From an optimization exercise on the open Yosys and OpenROAD flow, aimed at a short achievable clock period and few clock cycles; shortcuts taken in it are not production practice.
Function was checked by simulation only, so behaviour that the tests miss may differ from the original.
Power and IR drop assume default switching activity.

--- flow/design.v ---
package tqc_pkg;
    localparam int TIME_W  = 48;
    localparam int ID_W    = 32;
    localparam int DELAY_W = 32;
    localparam int COUNT_W = 7;
    typedef enum logic [1:0] {
        CMD_ADD        = 2'd0,
        CMD_CANCEL     = 2'd1,
        CMD_CANCEL_ALL = 2'd2,
        CMD_TICK       = 2'd3
    } t_cmd_code;
    typedef enum logic [1:0] {
        KIND_ADD_ACK        = 2'd0,
        KIND_CANCEL_ACK     = 2'd1,
        KIND_CANCEL_ALL_ACK = 2'd2,
        KIND_EXPIRY         = 2'd3
    } t_kind;
    typedef enum logic [2:0] {
        S_IDLE,
        S_ADD_SCAN,
        S_CANCEL_SCAN,
        S_CALL_SCAN,
        S_TICK_SCAN,
        S_TICK_NEXT,
        S_RESP
    } t_state;
    typedef struct packed {
        t_cmd_code          command;
        logic [DELAY_W-1:0] delay;
        logic [ID_W-1:0]    target_id;
    } t_cmd;
    typedef struct packed {
        t_kind              kind;
        logic [ID_W-1:0]    timer_id;
        logic               was_cancelled;
        logic               status;
        logic [COUNT_W-1:0] count;
        logic               last;
    } t_res;
    typedef struct packed {
        logic [TIME_W-1:0] deadline;
        logic [ID_W-1:0]   id;
    } t_slot;
endpackage
import tqc_pkg::*;
module tqc_slot_mem #(
    parameter int DEPTH = 16
) (
    input  logic                       i_clk,
    input  logic                       i_we,
    input  logic [$clog2(DEPTH)-1:0]   i_waddr,
    input  logic [TIME_W+ID_W-1:0]     i_wdata,
    input  logic                       i_re,
    input  logic [$clog2(DEPTH)-1:0]   i_raddr,
    output logic [TIME_W+ID_W-1:0]     o_rdata
);
    logic [TIME_W+ID_W-1:0] r_mem [DEPTH];
    logic [TIME_W+ID_W-1:0] r_rdata;
    always_ff @(posedge i_clk) begin
        if (i_we) begin
            r_mem[i_waddr] <= i_wdata;
        end
    end
    always_ff @(posedge i_clk) begin
        if (i_re) begin
            r_rdata <= r_mem[i_raddr];
        end
    end
    assign o_rdata = r_rdata;
endmodule
import tqc_pkg::*;
module timer_queue_with_cancel #(
    parameter int TIMER_SLOTS = 16,
    parameter int SPARE_SLOTS = 0,
    parameter int QUEUE_DEPTH = 16
) (
    input  logic               i_clk,
    input  logic               i_rst_n,
    input  logic               i_cmd_valid,
    output logic               i_cmd_ready,
    input  logic [1:0]         i_cmd_command,
    input  logic [DELAY_W-1:0] i_cmd_delay,
    input  logic [ID_W-1:0]    i_cmd_target_id,
    output logic               o_res_valid,
    input  logic               o_res_ready,
    output logic [1:0]         o_res_kind,
    output logic [ID_W-1:0]    o_res_timer_id,
    output logic               o_res_was_cancelled,
    output logic               o_res_status,
    output logic [COUNT_W-1:0] o_res_count,
    output logic               o_res_last
);
    localparam int NL  = TIMER_SLOTS;                  
    localparam int N   = TIMER_SLOTS + SPARE_SLOTS;    
    localparam int QD  = QUEUE_DEPTH;
    localparam int QW  = $clog2(QD);
    localparam int CW  = $clog2(NL + 1);
    localparam logic [TIME_W-1:0] TMAX = '1;
    localparam int EW  = 1 + 2 + N;
    localparam int HW  = 16;                     
    localparam int NDC = TIME_W / HW;
    localparam int NIC = ID_W / HW;
    localparam int NG  = (N + 3) / 4;            
    function automatic logic [7:0] popcount(logic [N-1:0] v);
        logic [7:0] a [32];
        for (int k = 0; k < 32; k++) a[k] = (k < N) ? 8'(v[k]) : 8'(0);
        for (int w = 16; w >= 1; w = w / 2) begin
            for (int k = 0; k < w; k++) a[k] = a[2*k] + a[2*k+1];
        end
        popcount = a[0];
    endfunction
    function automatic logic [TIME_W-1:0] sat_inc(logic [TIME_W-1:0] t);
        sat_inc = (t == TMAX) ? TMAX : t + TIME_W'(1);
    endfunction
    logic               r_rdy;       
    logic               r_sk_v;
    logic [1:0]         r_sk_cmd;
    logic [DELAY_W-1:0] r_sk_dly;
    logic [ID_W-1:0]    r_sk_tgt;
    logic               r_d_v;
    logic [1:0]         r_d_cmd;
    logic [DELAY_W-1:0] r_d_dly;
    logic [ID_W-1:0]    r_d_tgt;
    logic               r_e_v;
    logic [1:0]         r_e_cmd;
    logic [N-1:0]       r_e_eq;      
    logic [TIME_W-1:0]  r_e_dl0;     
    logic [TIME_W-1:0]  r_e_dl1;     
    logic               r_e_tk;      
    logic               r_e_s1;      
    logic               r_e_s2;      
    logic [N-1:0]       r_valid;     
    logic [N-1:0]       r_resv;      
    logic [N-1:0]       r_canc;
    logic [N-1:0]       r_due;       
    logic [N-1:0]       r_c0;        
    logic [N-1:0]       r_c1;        
    logic               r_ltick;     
    logic [TIME_W-1:0]  r_dl [N];
    logic [ID_W-1:0]    r_id [N];
    logic [TIME_W-1:0]  r_time;      
    logic [TIME_W-1:0]  r_tn1;       
    logic [TIME_W-1:0]  r_tn2;
    logic [TIME_W-1:0]  r_tn3;
    logic               r_tn1max;
    logic               r_tn2max;
    logic [ID_W-1:0]    r_newid;     
    logic [CW:0]        r_held;
    logic [N-1:0]       r_exp_q;     
    logic               r_tp1;       
    logic [2:0]         r_pc4 [(TIMER_SLOTS + SPARE_SLOTS + 3) / 4];
    logic               r_tp2;       
    logic [N-1:0]       r_fsel;      
    logic               r_anyfree;
    logic [N-1:0]       r_dlt [N];
    logic [N-1:0]       r_idt [N];
    logic               r_p1_v;
    logic [N-1:0]       r_p1_slot;
    logic [TIME_W-1:0]  r_p1_dl;
    logic [ID_W-1:0]    r_p1_id;
    logic               r_p1_due2;
    logic               r_p2_v;
    logic [N-1:0]       r_p2_slot;
    logic [NDC-1:0]     r_p2_dlt [N];    
    logic [NDC-1:0]     r_p2_dle [N];    
    logic [NIC-1:0]     r_p2_idt [N];
    logic [NIC-1:0]     r_p2_ide [N];
    logic [EW-1:0]      r_q [QD];
    logic [QW-1:0]      r_q_wp;
    logic [QW-1:0]      r_q_rp;
    logic [QW:0]        r_q_cnt;
    logic               r_qok;       
    logic               r_h_v;
    logic [EW-1:0]      r_h;
    logic [N-1:0]       r_m;         
    logic               r_more;
    logic [ID_W-1:0]    r_ack_id;    
    logic               r_o1_v;
    logic               r_o1_grp;
    logic [1:0]         r_o1_kind;
    logic [ID_W-1:0]    r_o1_pay;    
    logic               r_o1_st;
    logic [2:0]         r_o1_c4 [(TIMER_SLOTS + SPARE_SLOTS + 3) / 4];
    logic               r_o1_last;
    logic               r_out_v;
    logic [43:0]        r_out;
    logic               w_is_add, w_is_can, w_is_call, w_is_tick;
    logic               w_full;
    logic [N-1:0]       w_hit, w_exp, w_newdue;
    logic               w_q_ok, w_e_go, w_e_adv, w_d_adv, w_push;
    logic               w_add_go, w_store, w_tick_go;
    logic [EW-1:0]      w_ent;
    logic [TIME_W-1:0]  w_e_dl;
    assign w_e_dl    = r_e_tk ? r_e_dl1 : r_e_dl0;
    assign w_is_add  = r_e_cmd == CMD_ADD;
    assign w_is_can  = r_e_cmd == CMD_CANCEL;
    assign w_is_call = r_e_cmd == CMD_CANCEL_ALL;
    assign w_is_tick = r_e_cmd == CMD_TICK;
    logic               w_pend, w_add_wait;
    assign w_pend     = r_tp1 || r_tp2;
    assign w_full     = !w_pend && r_held == (CW + 1)'(NL);
    assign w_add_wait = w_pend && r_held > (CW + 1)'(NL);
    assign w_hit = r_valid & ~r_canc & r_e_eq;
    assign w_exp = r_valid & (r_canc | r_due);
    assign w_q_ok    = r_qok;
    assign w_e_go    = r_e_v && w_q_ok && !(w_is_add && ((!r_anyfree && !w_full) || w_add_wait));
    assign w_e_adv   = !r_e_v || w_e_go;
    assign w_d_adv   = !r_d_v || w_e_adv;
    assign w_add_go  = w_e_go && w_is_add;
    assign w_store   = w_add_go && !w_full;
    assign w_tick_go = w_e_go && w_is_tick;
    assign w_push    = w_e_go && (!w_is_tick || (|w_exp));
    always_comb begin
        for (int k = 0; k < N; k++) begin
            if (r_p1_v && r_p1_slot[k]) w_newdue[k] = r_p1_due2;
            else if (r_ltick)           w_newdue[k] = r_due[k] || r_c1[k];
            else                        w_newdue[k] = r_due[k] || r_c0[k];
        end
    end
    always_comb begin
        w_ent = '0;
        unique case (r_e_cmd)
            CMD_ADD:        w_ent = {1'b0, KIND_ADD_ACK, N'(w_full)};
            CMD_CANCEL:     w_ent = {1'b0, KIND_CANCEL_ACK, N'(|w_hit)};
            CMD_CANCEL_ALL: w_ent = {1'b0, KIND_CANCEL_ALL_ACK, r_valid};
            default:        w_ent = {1'b1, KIND_EXPIRY, w_exp};
        endcase
    end
    logic [N-1:0] w_free, w_f1;
    logic         w_any1;
    always_comb begin
        logic s1;
        w_free = ~(r_valid | r_resv | (w_store ? r_fsel : '0));
        s1 = 1'b0;
        for (int k = 0; k < N; k++) begin
            w_f1[k] = w_free[k] && !s1;
            s1 = s1 || w_free[k];
        end
        w_any1 = s1;
    end
    logic [2:0]  w_x_c4 [NG];
    always_comb begin
        for (int g = 0; g < NG; g++) begin
            w_x_c4[g] = '0;
            for (int k = 4 * g; k < 4 * g + 4; k++) begin
                if (k < N) w_x_c4[g] = w_x_c4[g] + 3'(r_exp_q[k]);
            end
        end
    end
    logic [CW:0] w_held_dec;
    always_comb begin
        w_held_dec = r_held;
        if (r_tp2) begin
            for (int g = 0; g < NG; g++) w_held_dec = w_held_dec - (CW + 1)'(r_pc4[g]);
        end
    end
    logic [N-1:0]       w_d_eq;
    logic               w_d_eqnew;
    logic [TIME_W:0]    w_s0, w_s1;
    logic [TIME_W-1:0]  w_dl0, w_dl1;
    always_comb begin
        for (int k = 0; k < N; k++) begin
            w_d_eq[k] = r_d_tgt == r_id[k];
        end
    end
    assign w_d_eqnew = r_d_tgt == r_newid;
    assign w_s0  = {1'b0, r_time} + (TIME_W + 1)'(r_d_dly);
    assign w_s1  = {1'b0, r_tn1} + (TIME_W + 1)'(r_d_dly);
    assign w_dl0 = w_s0[TIME_W] ? TMAX : w_s0[TIME_W-1:0];
    assign w_dl1 = w_s1[TIME_W] ? TMAX : w_s1[TIME_W-1:0];
    assign i_cmd_ready = r_rdy;
    logic               w_out_free, w_o1_adv, w_h_take, w_h_load, w_pop_q;
    logic               w_use_grp, w_ack_add;
    logic [N-1:0]       w_m, w_sel, w_rem;
    logic [N-1:0]       w_bef [N];
    logic [ID_W-1:0]    w_bid;
    logic               w_bwc;
    logic [43:0]        w_beat;
    logic [N-1:0]       w_clr;
    assign w_out_free = !r_out_v || o_res_ready;
    assign w_o1_adv   = !r_o1_v || w_out_free;
    assign w_use_grp = r_more || (r_h_v && r_h[EW-1]);
    assign w_h_take  = w_o1_adv && !r_more && r_h_v;
    assign w_h_load  = !r_h_v || w_h_take;
    assign w_pop_q   = w_h_load && (r_q_cnt != '0);
    assign w_m       = r_more ? r_m : r_h[N-1:0];
    assign w_ack_add = r_h[N +: 2] == KIND_ADD_ACK && !r_h[0];
    logic [2:0]    w_h_c4 [NG];
    always_comb begin
        for (int g = 0; g < NG; g++) begin
            w_h_c4[g] = '0;
            for (int k = 4 * g; k < 4 * g + 4; k++) begin
                if (k < N) w_h_c4[g] = w_h_c4[g] + 3'(r_h[k]);
            end
        end
    end
    logic [CW-1:0] w_o1_cnt;
    always_comb begin
        w_o1_cnt = '0;
        for (int g = 0; g < NG; g++) w_o1_cnt = w_o1_cnt + CW'(r_o1_c4[g]);
    end
    always_comb begin
        for (int i = 0; i < N; i++) begin
            for (int j = 0; j < N; j++) begin
                if (r_canc[i]) w_bef[i][j] = r_canc[j] ? (i < j ? r_idt[i][j] : !r_idt[j][i]) : 1'b1;
                else           w_bef[i][j] = !r_canc[j] && (i < j ? r_dlt[i][j] : !r_dlt[j][i]);
            end
        end
        for (int i = 0; i < N; i++) begin
            w_sel[i] = w_m[i];
            for (int j = 0; j < N; j++) begin
                if (j != i) w_sel[i] = w_sel[i] && (!w_m[j] || w_bef[i][j]);
            end
        end
    end
    assign w_rem = w_m & ~w_sel;
    logic w_two;
    always_comb begin
        logic seen;
        seen  = 1'b0;
        w_two = 1'b0;
        for (int k = 0; k < N; k++) begin
            w_two = w_two || (seen && w_m[k]);
            seen  = seen || w_m[k];
        end
    end
    always_comb begin
        w_bid = '0;
        w_bwc = 1'b0;
        for (int k = 0; k < N; k++) begin
            w_bid = w_bid | (r_id[k] & {ID_W{r_o1_pay[k]}});
            w_bwc = w_bwc | (r_canc[k] & r_o1_pay[k]);
        end
        if (r_o1_grp) begin
            w_beat = {KIND_EXPIRY, w_bid, w_bwc, 1'b0, COUNT_W'(0), r_o1_last};
        end else begin
            w_beat = {r_o1_kind, r_o1_pay, 1'b0, r_o1_st, COUNT_W'(w_o1_cnt), 1'b1};
        end
    end
    assign w_clr   = (w_out_free && r_o1_v && r_o1_grp) ? r_o1_pay[N-1:0] : '0;
    assign o_res_valid         = r_out_v;
    assign o_res_kind          = r_out[43:42];
    assign o_res_timer_id      = r_out[41:10];
    assign o_res_was_cancelled = r_out[9];
    assign o_res_status        = r_out[8];
    assign o_res_count         = r_out[7:1];
    assign o_res_last          = r_out[0];
    always_ff @(posedge i_clk) begin
        if (w_d_adv) begin
            if (r_sk_v) begin
                r_d_cmd <= r_sk_cmd;
                r_d_dly <= r_sk_dly;
                r_d_tgt <= r_sk_tgt;
            end else begin
                r_d_cmd <= i_cmd_command;
                r_d_dly <= i_cmd_delay;
                r_d_tgt <= i_cmd_target_id;
            end
        end else if (!r_sk_v) begin
            r_sk_cmd <= i_cmd_command;
            r_sk_dly <= i_cmd_delay;
            r_sk_tgt <= i_cmd_target_id;
        end
        if (w_e_adv) begin
            r_e_cmd <= r_d_cmd;
            for (int k = 0; k < N; k++) begin
                r_e_eq[k] <= (r_e_v && w_is_add && r_fsel[k]) ? w_d_eqnew : w_d_eq[k];
            end
            r_e_dl0 <= w_dl0;
            r_e_dl1 <= w_dl1;
            r_e_tk  <= w_tick_go;
            r_e_s1 <= r_d_dly[DELAY_W-1:1] == '0;
            r_e_s2 <= r_d_dly <= DELAY_W'(2);
        end
        for (int k = 0; k < N; k++) begin
            if (w_store && r_fsel[k]) begin
                r_dl[k]   <= w_e_dl;
                r_id[k]   <= r_newid;
                r_canc[k] <= 1'b0;
                r_due[k]  <= r_e_s1 || r_tn1max;
            end else if (w_tick_go) begin
                r_due[k]  <= w_newdue[k];
            end else if (w_e_go && w_is_can && w_hit[k]) begin
                r_canc[k] <= 1'b1;
            end else if (w_e_go && w_is_call && r_valid[k]) begin
                r_canc[k] <= 1'b1;
            end
            r_c0[k] <= r_dl[k] == r_tn2;
            r_c1[k] <= r_dl[k] == r_tn3;
        end
        r_exp_q   <= w_exp;
        for (int g = 0; g < NG; g++) begin
            r_pc4[g] <= w_x_c4[g];
        end
        r_p1_slot <= r_fsel;
        r_p1_dl   <= w_e_dl;
        r_p1_id   <= r_newid;
        r_p1_due2 <= r_e_s2 || r_tn2max;
        r_p2_slot <= r_p1_slot;
        for (int k = 0; k < N; k++) begin
            for (int c = 0; c < NDC; c++) begin
                r_p2_dlt[k][c] <= r_p1_dl[c*HW +: HW] < r_dl[k][c*HW +: HW];
                r_p2_dle[k][c] <= r_p1_dl[c*HW +: HW] == r_dl[k][c*HW +: HW];
            end
            for (int c = 0; c < NIC; c++) begin
                r_p2_idt[k][c] <= r_p1_id[c*HW +: HW] < r_id[k][c*HW +: HW];
                r_p2_ide[k][c] <= r_p1_id[c*HW +: HW] == r_id[k][c*HW +: HW];
            end
        end
        for (int i = 0; i < N; i++) begin
            for (int j = 0; j < N; j++) begin
                if (j <= i) begin
                end else if (r_p2_v && r_p2_slot[i]) begin
                    r_dlt[i][j] <= w_p2_lt[j];
                    r_idt[i][j] <= w_p2_il[j];
                end else if (r_p2_v && r_p2_slot[j]) begin
                    r_dlt[i][j] <= !w_p2_lt[i];
                    r_idt[i][j] <= !w_p2_il[i];
                end
            end
        end
        if (w_push) begin
            r_q[r_q_wp] <= w_ent;
        end
        if (w_h_load) begin
            r_h <= r_q[r_q_rp];
        end
        if (w_o1_adv) begin
            if (w_use_grp) begin
                r_m       <= w_rem;
                r_o1_grp  <= 1'b1;
                r_o1_pay  <= ID_W'(w_sel);
                r_o1_last <= !w_two;
            end else begin
                r_o1_grp  <= 1'b0;
                r_o1_kind <= r_h[N +: 2];
                r_o1_pay  <= w_ack_add ? r_ack_id : '0;
                r_o1_st   <= r_h[N +: 2] != KIND_CANCEL_ALL_ACK && r_h[0];
                for (int g = 0; g < NG; g++) begin
                    r_o1_c4[g] <= (r_h[N +: 2] == KIND_CANCEL_ALL_ACK) ? w_h_c4[g] : '0;
                end
            end
        end
    end
    logic [N-1:0] w_p2_lt, w_p2_il;
    always_comb begin
        for (int k = 0; k < N; k++) begin
            logic dlt, dle, ilt;
            dlt = 1'b0;
            dle = 1'b1;
            for (int c = NDC - 1; c >= 0; c--) begin
                dlt = dlt || (dle && r_p2_dlt[k][c]);
                dle = dle && r_p2_dle[k][c];
            end
            ilt = 1'b0;
            dle = dle;
            begin
                logic ie;
                ie = 1'b1;
                for (int c = NIC - 1; c >= 0; c--) begin
                    ilt = ilt || (ie && r_p2_idt[k][c]);
                    ie  = ie && r_p2_ide[k][c];
                end
            end
            w_p2_il[k] = ilt;
            w_p2_lt[k] = dlt || (dle && ilt);
        end
    end
    logic r_rst_n;
    always_ff @(posedge i_clk) begin
        r_rst_n <= i_rst_n;
        if (!i_rst_n) begin
            r_rdy     <= 1'b1;
            r_sk_v    <= 1'b0;
            r_d_v     <= 1'b0;
            r_e_v     <= 1'b0;
        end else begin
            if (w_d_adv) begin
                r_d_v  <= r_sk_v || i_cmd_valid;
                r_sk_v <= 1'b0;
                r_rdy  <= 1'b1;
            end else if (!r_sk_v && i_cmd_valid) begin
                r_sk_v <= 1'b1;
                r_rdy  <= 1'b0;
            end
            if (w_e_adv) begin
                r_e_v <= r_d_v;
            end
        end
        if (!i_rst_n || !r_rst_n) begin
            r_out_v <= 1'b0;
        end else if (w_out_free) begin
            r_out_v <= r_o1_v;
        end
    end
    always_ff @(posedge i_clk) begin
        if (!r_rst_n) begin
            r_valid   <= '0;
            r_resv    <= '0;
            r_ltick   <= 1'b0;
            r_time    <= '0;
            r_tn1     <= TIME_W'(1);
            r_tn2     <= TIME_W'(2);
            r_tn3     <= TIME_W'(3);
            r_tn1max  <= 1'b0;
            r_tn2max  <= 1'b0;
            r_newid   <= ID_W'(1);
            r_held    <= '0;
            r_tp1     <= 1'b0;
            r_tp2     <= 1'b0;
            r_fsel    <= N'(1);
            r_anyfree <= 1'b1;
            r_p1_v    <= 1'b0;
            r_p2_v    <= 1'b0;
            r_q_wp    <= '0;
            r_q_rp    <= '0;
            r_q_cnt   <= '0;
            r_qok     <= 1'b1;
            r_h_v     <= 1'b0;
            r_more    <= 1'b0;
            r_ack_id  <= ID_W'(1);
            r_o1_v    <= 1'b0;
            r_out     <= '0;
        end else begin
            r_ltick <= w_tick_go;
            r_p1_v  <= w_store;
            r_p2_v  <= r_p1_v;
            if (w_store) begin
                r_valid <= r_valid | r_fsel;
                r_newid <= (r_newid == '1) ? ID_W'(1) : r_newid + ID_W'(1);
            end
            if (w_tick_go) begin
                r_valid  <= r_valid & ~w_exp;
                r_time   <= r_tn1;
                r_tn1    <= r_tn2;
                r_tn2    <= r_tn3;
                r_tn3    <= sat_inc(r_tn3);
                r_tn1max <= r_tn2max;
                r_tn2max <= r_tn3 == TMAX;
            end
            r_resv <= (r_resv | (w_tick_go ? w_exp : '0)) & ~w_clr;
            r_tp1  <= w_tick_go && (|w_exp);
            r_tp2  <= r_tp1;
            r_held <= w_held_dec + (CW + 1)'(w_store);
            r_fsel    <= w_f1;
            r_anyfree <= w_any1;
            if (w_push) r_q_wp <= r_q_wp + QW'(1);
            if (w_pop_q) r_q_rp <= r_q_rp + QW'(1);
            if (w_push && !w_pop_q)      r_q_cnt <= r_q_cnt + (QW + 1)'(1);
            else if (!w_push && w_pop_q) r_q_cnt <= r_q_cnt - (QW + 1)'(1);
            r_qok <= r_q_cnt <= (QW + 1)'(QD - 2);
            if (w_h_load) r_h_v <= r_q_cnt != '0;
            if (w_o1_adv) begin
                r_o1_v <= r_more || r_h_v;
                if (w_use_grp) r_more <= w_two;
                if (!w_use_grp && r_h_v && w_ack_add) begin
                    r_ack_id <= (r_ack_id == '1) ? ID_W'(1) : r_ack_id + ID_W'(1);
                end
            end
            if (w_out_free && r_o1_v) begin
                r_out <= w_beat;
            end
        end
    end
endmodule
--- flow/flow/run.sh ---
#!/bin/bash
# The standard layout (standard.sh: standard synthesis, floorplan, place, CTS, route),
# with timing repair aimed at SETUP_SLACK_MARGIN ns more setup slack than the clock period
# needs, so that repair keeps improving paths well inside the design's period.
# The whole make output goes to standard.log; ORFS's own per-step logs stay under orfs/logs.
set -uo pipefail
export SETUP_SLACK_MARGIN=6.7
bash standard.sh > standard.log 2>&1
--- flow/standard.sh ---
#!/bin/bash
# synth_recipe.tcl (not shown) runs the flow's synth.tcl, then flattens the netlist and writes it again
# the make line also repeats each setting of config.mk as NAME=value (left out here)
make -C /OpenROAD-flow-scripts/flow DESIGN_CONFIG=/design/flow/config.mk WORK_HOME=/design/flow/orfs CLKGATE_MAP_FILE= SYNTH_SCRIPT=/design/flow/synth_recipe.tcl "${@:-finish}"
--- flow/config.mk ---
export PLATFORM = sky130hd
export DESIGN_NAME = timer_queue_with_cancel
export DESIGN_NICKNAME = timer_queue_with_cancel
export VERILOG_FILES = /design/flow/design.v
export SDC_FILE = /design/flow/constraint.sdc
export NUM_CORES = 4
export LEC_CHECK = 0
export ABC_CLOCK_PERIOD_IN_PS = 2500
export CAP_MARGIN = 20
export CORE_MARGIN = 2
export CORE_UTILIZATION = 45
export PLACE_DENSITY = 0.65
export SLEW_MARGIN = 20
--- flow/constraint.sdc ---
create_clock -name core_clock -period 10.0 [get_ports {i_clk}]
set_input_delay 2.0000 -clock core_clock [delete_from_list [all_inputs] [get_ports {i_clk}]]
set_output_delay 2.0000 -clock core_clock [all_outputs]
set_load 0.01 [all_outputs]
==> impl_metrics.json, run 1 <==
{
  "outcome": "timing/DRC/antenna clean",
  "p_per_area_nw_per_um2": 172,
  "clock_latency_ns": 0.99,
  "die_x_um": 604,
  "drt_iter0_markers": 24000,
  "fp.dieH_um": 604,
  "finalNonFillerCells": 20100,
  "total_leakage_power_uw": 0.0795,
  "rsz0062_at_grt": "yes",
  "synth_area_per_cell_um2": 11.1,
  "coreArea_um2": 359000,
  "wl_um": 787000,
  "finalHoldViolations": 0,
  "grt_pass1_vias": 122000,
  "muxShareOfSynthArea": 0.0236,
  "synthArstFlopShare": 0,
  "grt_pass1_wl_um": 1040000,
  "path_class": "flop to flop",
  "crit_path_end_kind": "flop",
  "peakVddDrop_uv": 163,
  "drt-wirelength-per-cell_um": 39.0,
  "worst_pin_slew_ns": 1.35,
  "drtAntennaViolNets": 0,
  "cp_slowest_cell": "nor4_1",
  "critical-path-top-delay-family": "simple AND/OR/NAND/NOR gates",
  "vias": 134000,
  "finalCritPeriodShare": 0.355,
  "track_usage": 0.418,
  "synth-seq-cells": 2889,
  "finalSetupTns_ns": 0,
  "drive_above_1_share": 0.116,
  "setup_slack_ns": 6.45,
  "synth_fa_ha_area_frac": 0.109,
  "synth_cell_type_count": 96,
  "dieArea_um2": 365000,
  "synthCells": 14600,
  "grt_use_met1": 0.515,
  "syn_area_um2": 162000,
  "crit_buf_inv": 1,
  "area_growth_pct": 14.0,
  "finalSetupViolCount": 0,
  "num-nets-final": 16400,
  "grt_overflow_total": 0,
  "antenna_found_initial": 100,
  "hpwl_um": 519000,
  "finalPower_uw": 31800,
  "drv_slew": 0,
  "max_freq_mhz": 281,
  "crit_path_cell_trace": "buf_4 > xor2_1 > nor4_1 > nand4_1 > nor4_1 > a22o_1",
  "place_inst": 19300,
  "clock_sinks": 2889,
  "use_met3": 0.155,
  "maxCapViolations": 0,
  "slowest_delay_ns": 0.99,
  "cp_data_arrival_time_ns": 4.35,
  "skew_ns": 0.0665,
  "cts_max_path_buffers": 4,
  "use_met2": 0.583,
  "initial_core_util": 0.452,
  "cts_hold_buf": 0,
  "fin_util": 0.515,
  "cts_buffers": 324,
  "num_rows": 220,
  "cts_tree": "built",
  "hold_path.class": "flop to flop",
  "clock-root-buffer": "clkbuf_16",
  "busiest_layer": "met2",
  "gp_congestion": 1.11,
  "place_ws_ns": 4.61,
  "synth_xor_area_frac": 0.122,
  "ys_seq_area_frac": 0.491,
  "start_kind": "flop",
  "crit_top_cell": "nor4_1",
  "grt_max_degree": 86,
  "first_pass_iters": 9,
  "finalCriticalPeriod_ns": 3.55,
  "clk_pin_slew_worst_paths_ns": 0.06,
  "cts_htree_levels": 5,
  "io_pins": 116,
  "worstPathMaxFanout": 17,
  "io_buffers": 113,
  "worstPathRequired_ns": 10.79,
  "drc_errors": 0,
  "yosys_warnings": 14,
  "synth_top_family_by_area": "XOR/XNOR gates",
  "synth_compound_area_frac": 0.107,
  "max_slew_margin": 0.0882,
  "synth_ff_type": "edfxtp_1",
  "yosys.area_share.simple": 0.0994,
  "synth-edff-count": 2173,
  "via_per_inst": 6.67
}
final cells by class:
type                            count  area [um^2]
Clock buffer                      430         9060
Fill cell                       31900       174000
Multi-Input combinational cell   9680        76100
Sequential cell                  2889        79900
Clock inverter                    172         2040
Timing Repair Buffer              673         5860
Antenna cell                      137          343
Timing Repair inverter              9         52.6
Inverter                         1384         5320
Tap cell                         4773         5970
final timing paths:
| path | start | to | slack [ns] | depth (start not counted) |
|---|---|---|---|---|
| setup / recovery | r_d_tgt[8] | r_e_eq[0] | 6.45 | 6 |
| hold / removal | r_p1_slot[13] | r_p2_slot[13] | 0.37 | 0 |
| hold reg to reg | r_p1_slot[13] | r_p2_slot[13] | 0.37 | 0 |
| setup reg to reg | r_d_tgt[8] | r_e_eq[0] | 6.45 | 6 |
synthesized netlist by cell type, drive strengths merged, types with 50 or more instances:
master	count	area, um^2
a211oi	103	783
a21o	355	2670
a21oi	646	3230
a221oi	86	753
a22o	83	727
a22oi	197	1490
and2	50	313
and3	72	450
buf	108	434
clkbuf	538	2020
dfxtp	716	14300
edfxtp	2173	65300
ha	1367	17100
inv	1383	5190
mux2	126	1420
mux4	95	2140
nand2	812	3050
nand2b	103	644
nand3	224	1120
nand4	435	2720
nor2	423	1590
nor2b	169	1060
nor3	162	821
nor4	566	3550
o21a	307	2300
o21ai	584	2920
o22ai	67	419
xnor2	359	3140
xor2	1891	16600
cell families (layout without fill, tap and decap cells):
group / after synthesis / after routing
AOI/OAI and AO/OA: 2674 / 2675
xor gates and xnor gates: 2250 / 2250
adders and majority gates: 1396 / 1396
buffers and inverters: 2030 / 2668
DFF: 2889 / 2889
muxes: 247 / 247
other: 1 / 139
and+or+nand+nor: 3110 / 3110
metal layers:
layer  up-vias  wire, um
met5         -       782
met4        74     78400
met3      3486    116000
met2     12100    314000
met1     65200    277000
li1      53600         -
flip-flops by register name, summed over array words and instances, names as in the netlist, 120 cells and up:
register and flops:
r_dl 768, r_dlt 120, r_id 512, r_idt 120
r_q 304
power by group:
group          switching [uW]  leakage, uW  internal (uW)
registers                 375       0.0263          13300
logic                    3680       0.0478           1650
clock network            5390      0.00542           7350
total                    9440       0.0795          22300
placed cells by master (no fill, tap or decap), types with 306 or more instances in the layout:
| cell type | synthesis | layout |
|---|---|---|
| ha_1 | 1367 | 1349 |
| xor2_1 | 1891 | 1891 |
| clkbuf_16 | 0 | 339 |
| xnor2_1 | 359 | 358 |
| o21ai_0 | 574 | 563 |
| nor2_1 | 423 | 411 |
| nand4_1 | 435 | 435 |
| a21o_1 | 354 | 354 |
| buf_4 | 4 | 508 |
| o21a_1 | 307 | 306 |
| inv_1 | 1382 | 1353 |
| nor4_1 | 565 | 548 |
| nand2_1 | 812 | 796 |
| a21oi_1 | 646 | 601 |
| dfxtp_1 | 716 | 547 |
| edfxtp_1 | 2173 | 2173 |
worst reg2reg max path, delay by kind of cell (launching register included):
family / cells / cell delay, ns
AOI/OAI and AO/OA: 1 / 0.30
xor gates and xnor gates: 1 / 0.36
buffers and inverters: 1 / 0.36
DFF: 1 / 0.33
and+or+nand+nor: 3 / 2.07
per-stage QoR:
step                hold WS, ns  area, um^2
floorplan                 0.351      162000
global placement          0.360      171000
detailed placement        0.361      171000
CTS                       0.368      183000
global route              0.385      184000
finish                    0.372      185000
repair_timing:
action	in CTS	in global routing
pin swaps	45	40
endpoints found under the setup margin	2068	742
buffers inserted	61	50
gates cloned	12	4
gates resized for setup	450	104
Testbench counts, summed over its fixed seeds: cycles 8,679.
==> run 2, diff against run 1 <==
--- a/flow/design.v
+++ b/flow/design.v
@@ -151,4 +151,6 @@
     logic [2:0]         r_pc4 [(TIMER_SLOTS + SPARE_SLOTS + 3) / 4];
     logic               r_tp2;       
+    logic [CW-1:0]      r_pcs;       
+    logic               r_tp3;       
     logic [N-1:0]       r_fsel;      
     logic               r_anyfree;
@@ -198,5 +200,5 @@
     assign w_is_tick = r_e_cmd == CMD_TICK;
     logic               w_pend, w_add_wait;
-    assign w_pend     = r_tp1 || r_tp2;
+    assign w_pend     = r_tp1 || r_tp2 || r_tp3;
     assign w_full     = !w_pend && r_held == (CW + 1)'(NL);
     assign w_add_wait = w_pend && r_held > (CW + 1)'(NL);
@@ -248,10 +250,12 @@
         end
     end
+    logic [CW-1:0] w_x_sum;
+    always_comb begin
+        w_x_sum = '0;
+        for (int g = 0; g < NG; g++) w_x_sum = w_x_sum + CW'(r_pc4[g]);
+    end
     logic [CW:0] w_held_dec;
     always_comb begin
-        w_held_dec = r_held;
-        if (r_tp2) begin
-            for (int g = 0; g < NG; g++) w_held_dec = w_held_dec - (CW + 1)'(r_pc4[g]);
-        end
+        w_held_dec = r_tp3 ? r_held - (CW + 1)'(r_pcs) : r_held;
     end
     logic [N-1:0]       w_d_eq;
@@ -393,4 +397,5 @@
             r_pc4[g] <= w_x_c4[g];
         end
+        r_pcs <= w_x_sum;
         r_p1_slot <= r_fsel;
         r_p1_dl   <= w_e_dl;
@@ -509,4 +514,5 @@
             r_tp1     <= 1'b0;
             r_tp2     <= 1'b0;
+            r_tp3     <= 1'b0;
             r_fsel    <= N'(1);
             r_anyfree <= 1'b1;
@@ -542,4 +548,5 @@
             r_tp1  <= w_tick_go && (|w_exp);
             r_tp2  <= r_tp1;
+            r_tp3  <= r_tp2;
             r_held <= w_held_dec + (CW + 1)'(w_store);
             r_fsel    <= w_f1;
--- a/flow/flow/run.sh
+++ b/flow/flow/run.sh
@@ -5,4 +5,4 @@
 # The whole make output goes to standard.log; ORFS's own per-step logs stay under orfs/logs.
 set -uo pipefail
-export SETUP_SLACK_MARGIN=6.7
+export SETUP_SLACK_MARGIN=6.8
 bash standard.sh > standard.log 2>&1
==> run 2 against run 1 <==
- largest cell class unchanged
- register-to-register slack about the same
- synthesized cell count increased by 0.33%
- total power increased by 2.5%
- maximum frequency decreased by 2.7%
- non-clock buffer count increased by 90
- sequential power about the same
- the layout now fails its checks (antenna violations)
- cell area increased by 1.3%
- via count increased by 2.1%
==> impl_metrics.json, run 2 <==
{
  "skew_ns": 0.0634,
  "cts_buffers": 331,
  "crit_path_cell_trace": "buf_6",
  "cp_data_arrival_time_ns": 1.65,
  "io_buffers": 113,
  "synth_top_cell_by_area": "edfxtp_1",
  "r2r_slack_ns": 6.45,
  "hold_path.class": "flop to flop",
  "synth_top_area_frac": 0.403,
  "place_inst": 19400,
  "yosys-top-cells-area": "edfxtp_1, ha_1, xor2_1, dfxtp_1, inv_1",
  "top_register": "r_dl",
  "finalHoldViolations": 0,
  "antenna_found_initial": 124,
  "peakVddDrop_uv": 206,
  "cp_slowest_cell": "dfxtp_4",
  "io_pins": 116,
  "via_per_inst": 6.74,
  "finalCriticalPeriod_ns": 3.65,
  "synth_cell_type_count": 87,
  "initial_core_util": 0.451,
  "path_class": "flop to output port",
  "grt_max_degree": 104,
  "hpwl_um": 578000,
  "rsz0062_at_grt": "yes",
  "r2r-end": "r_e_eq[9]",
  "clk_pin_slew_worst_paths_ns": 0.06,
  "fillCellCount": 31900,
  "finalCritPeriodShare": 0.365,
  "worst_pin_slew_ns": 1.40,
  "cts_max_path_buffers": 4,
  "synth_ff_type": "edfxtp_1",
  "ys_seq_area_frac": 0.492,
  "first_pass_iters": 9,
  "clock-root-buffer": "clkbuf_16",
  "grt_pass1_vias": 124000,
  "clock_latency_ns": 1.01,
  "grt_pass1_wl_um": 1130000,
  "yosys_warnings": 14,
  "hp-start": "r_p1_slot[9]",
  "critical-path-top-delay-family": "flip-flops",
  "p_per_area_nw_per_um2": 174,
  "worstReg2RegStart": "r_d_tgt[30]",
  "syn_area_um2": 162000,
  "synth_area_per_cell_um2": 11.1,
  "layout_common_cells": "edfxtp_1, xor2_1, ha_1",
  "drt-wirelength-per-cell_um": 42.8,
  "gp_congestion": 1.09,
  "grt_overflow_total": 0,
  "track_usage": 0.463,
  "area_growth_pct": 15.5,
  "wl_um": 871000,
  "max_slew_margin": 0.0697,
  "drive_above_1_share": 0.130,
  "biggestRegsByFlops": "r_dl (768), r_id (512), r_q (304)",
  "outcome": "finished with violations",
  "dieArea_um2": 365000,
  "vias": 137000,
  "largest_reg_flops": 768,
  "cts_tree": "built",
  "fp.dieH_um": 604,
  "failed_checks": "antenna violations",
  "finalSetupViolCount": 0,
  "placed_area_um2": 171000,
  "synthTopCellsByCount": "edfxtp_1, xor2_1, ha_1, inv_1, nand2_1",
  "max_freq_mhz": 274,
  "maxCapViolations": 0,
  "finalNonFillerCells": 20300,
  "synthCells": 14600,
  "drc_errors": 0,
  "synth_most_common_cell": "edfxtp_1",
  "design_area_um2": 187000,
  "drtAntennaViolNets": 1,
  "whs_endpoint": "r_p2_slot[9]",
  "coreArea_um2": 359000,
  "total_leakage_power_uw": 0.0808,
  "mostFrequentLayoutCell": "edfxtp_1",
  "synth-seq-cells": 2895,
  "r2r_cells": 6,
  "slowest_delay_ns": 0.51,
  "num-nets-final": 16600,
  "num_rows": 220,
  "worstPathRequired_ns": 8.00,
  "hold_depth": 0,
  "start_kind": "flop",
  "clock_sinks": 2895,
  "drv_slew": 0,
  "die_x_um": 604,
  "worstPathMaxFanout": 2,
  "cts_htree_levels": 5,
  "crit_buf_inv": 1,
  "crit_path_end_kind": "output port",
  "finalSetupTns_ns": 0,
  "drt_iter0_markers": 23400,
  "synthArstFlopShare": 0,
  "synth-edff-count": 2173
}
-- run 2: cell count changes after synthesis, sizes merged, moves of 14 or more --
cell | before | now
a211oi | 103 | 74
a21o | 355 | 338
a21oi | 646 | 751
inv | 1383 | 1334
nand2 | 812 | 866
nand2b | 103 | 196
nor2 | 423 | 377
nor2b | 169 | 228
nor3 | 162 | 148
o21a | 307 | 169
o21ai | 584 | 619
o31ai | 7 | 31
xor2 | 1891 | 1908
-- run 2: worst max path at each step --
stage | from | endpoint | depth (start not counted)
global route | r_rdy | i_cmd_ready | 1
finish | r_rdy | i_cmd_ready | 1
CTS | r_rdy | i_cmd_ready | 1
floorplan | o_res_ready | r_q_cnt[4] | 12
global placement | o_res_ready | r_ack_id[10] | 11
detailed placement | o_res_ready | r_ack_id[10] | 11
-- run 2: cell type report --
type / count / area [um^2] / share of cell area
tap: 4773 / 5970 / 0.0319
antenna: 184 / 460 / 0.00246
inverter: 1340 / 5250 / 0.0281
timing repair buffer: 763 / 6850 / 0.0366
timing repair inverter: 10 / 93.8 / 0.000502
sequential: 2895 / 80000 / 0.428
clock buffer: 443 / 9270 / 0.0496
multi-input combinational: 9767 / 77100 / 0.412
clock inverter: 168 / 2040 / 0.0109
-- run 2: logic make-up after synthesis --
| logic type | share of synthesized area |
|---|---|
| other | 0.0000232 |
| multiplexers | 0.0241 |
| AND/OR/NAND/NOR | 0.104 |
| XOR/XNOR | 0.122 |
| flip-flops | 0.492 |
| adder cells (fa/ha/maj) | 0.109 |
| AO/OA/AOI/OAI | 0.102 |
| buffers and inverters | 0.0467 |
-- run 2: per-stage QoR --
step / util / hold slack, ns / total power [uW] / setup WS [ns]
2_1_floorplan: - / 0.351 / 16400 / 5.03
3_3_place_gp: 0.477 / 0.359 / 19300 / 4.35
3_5_place_dp: 0.477 / 0.363 / 19300 / 4.33
4_1_cts: 0.515 / 0.370 / 32100 / 6.30
5_1_grt: 0.520 / 0.376 / 33000 / 6.38
6_report: 0.521 / 0.369 / 32600 / 6.35
-- run 2: power by group --
group / switching (uW) / total (uW) / internal, uW
Sequential: 442 / 13800 / 13400
Combinational: 4090 / 5810 / 1720
Clock: 5500 / 13000 / 7460
Total: 10000 / 32600 / 22500
-- run 2: worst register-to-register path: stages, from the launching register on --
cell      delay [ns]
edfxtp_1        0.33
buf_4           0.60
xor2_1          0.18
nor4_1          1.10
nand4_1         0.32
nor4_4          0.64
a22o_1          0.25
-- run 2: repair_timing --
item	in CTS	in global routing
cloned	24	13
hold buffers	0	0
resized for setup	559	233
setup buffers	72	85
endpoints found under the hold margin	0	0
endpoints found under the setup margin	2269	996
pin swaps	34	63
-- run 2: layer usage --
metal	vias to the layer above	wire, um	GRT usage
li1	53900	-	-
met1	67000	299000	0.545
met2	12400	349000	0.643
met3	3851	124000	0.180
met4	32	99000	0.436
met5	-	365	0.00251
Testbench counts of run 2, summed over its fixed seeds: cycles 8,679.

## afterwards: timing with drivers on the ports
The flow's constraints put no driver on any port. The routed layouts listed below were extracted and timed again, unchanged, in two steps.
Step 1 assumes that a clkbuf_16 drives the clock port and a buf_2 every other input.
Step 2 also shifts input and output timing later by t, the mid clock arrival at the registers, as if the neighbouring blocks saw the same clock.
Slacks: no drivers / after step 1 / after step 2; pairs: no drivers / after step 1.
run | t, ns | setup slack, ns | latest minus earliest clock arrival (ns)
run 1 | 1.067 | 6.446 / 6.387 / 5.786 | 0.068 / 0.068
run 2 | 1.105 | 6.347 / 6.219 / 5.668 | 0.065 / 0.065
The setup slack of run 2, which loses most, moves by -0.128 ns with the drivers and by -0.679 ns with both steps.
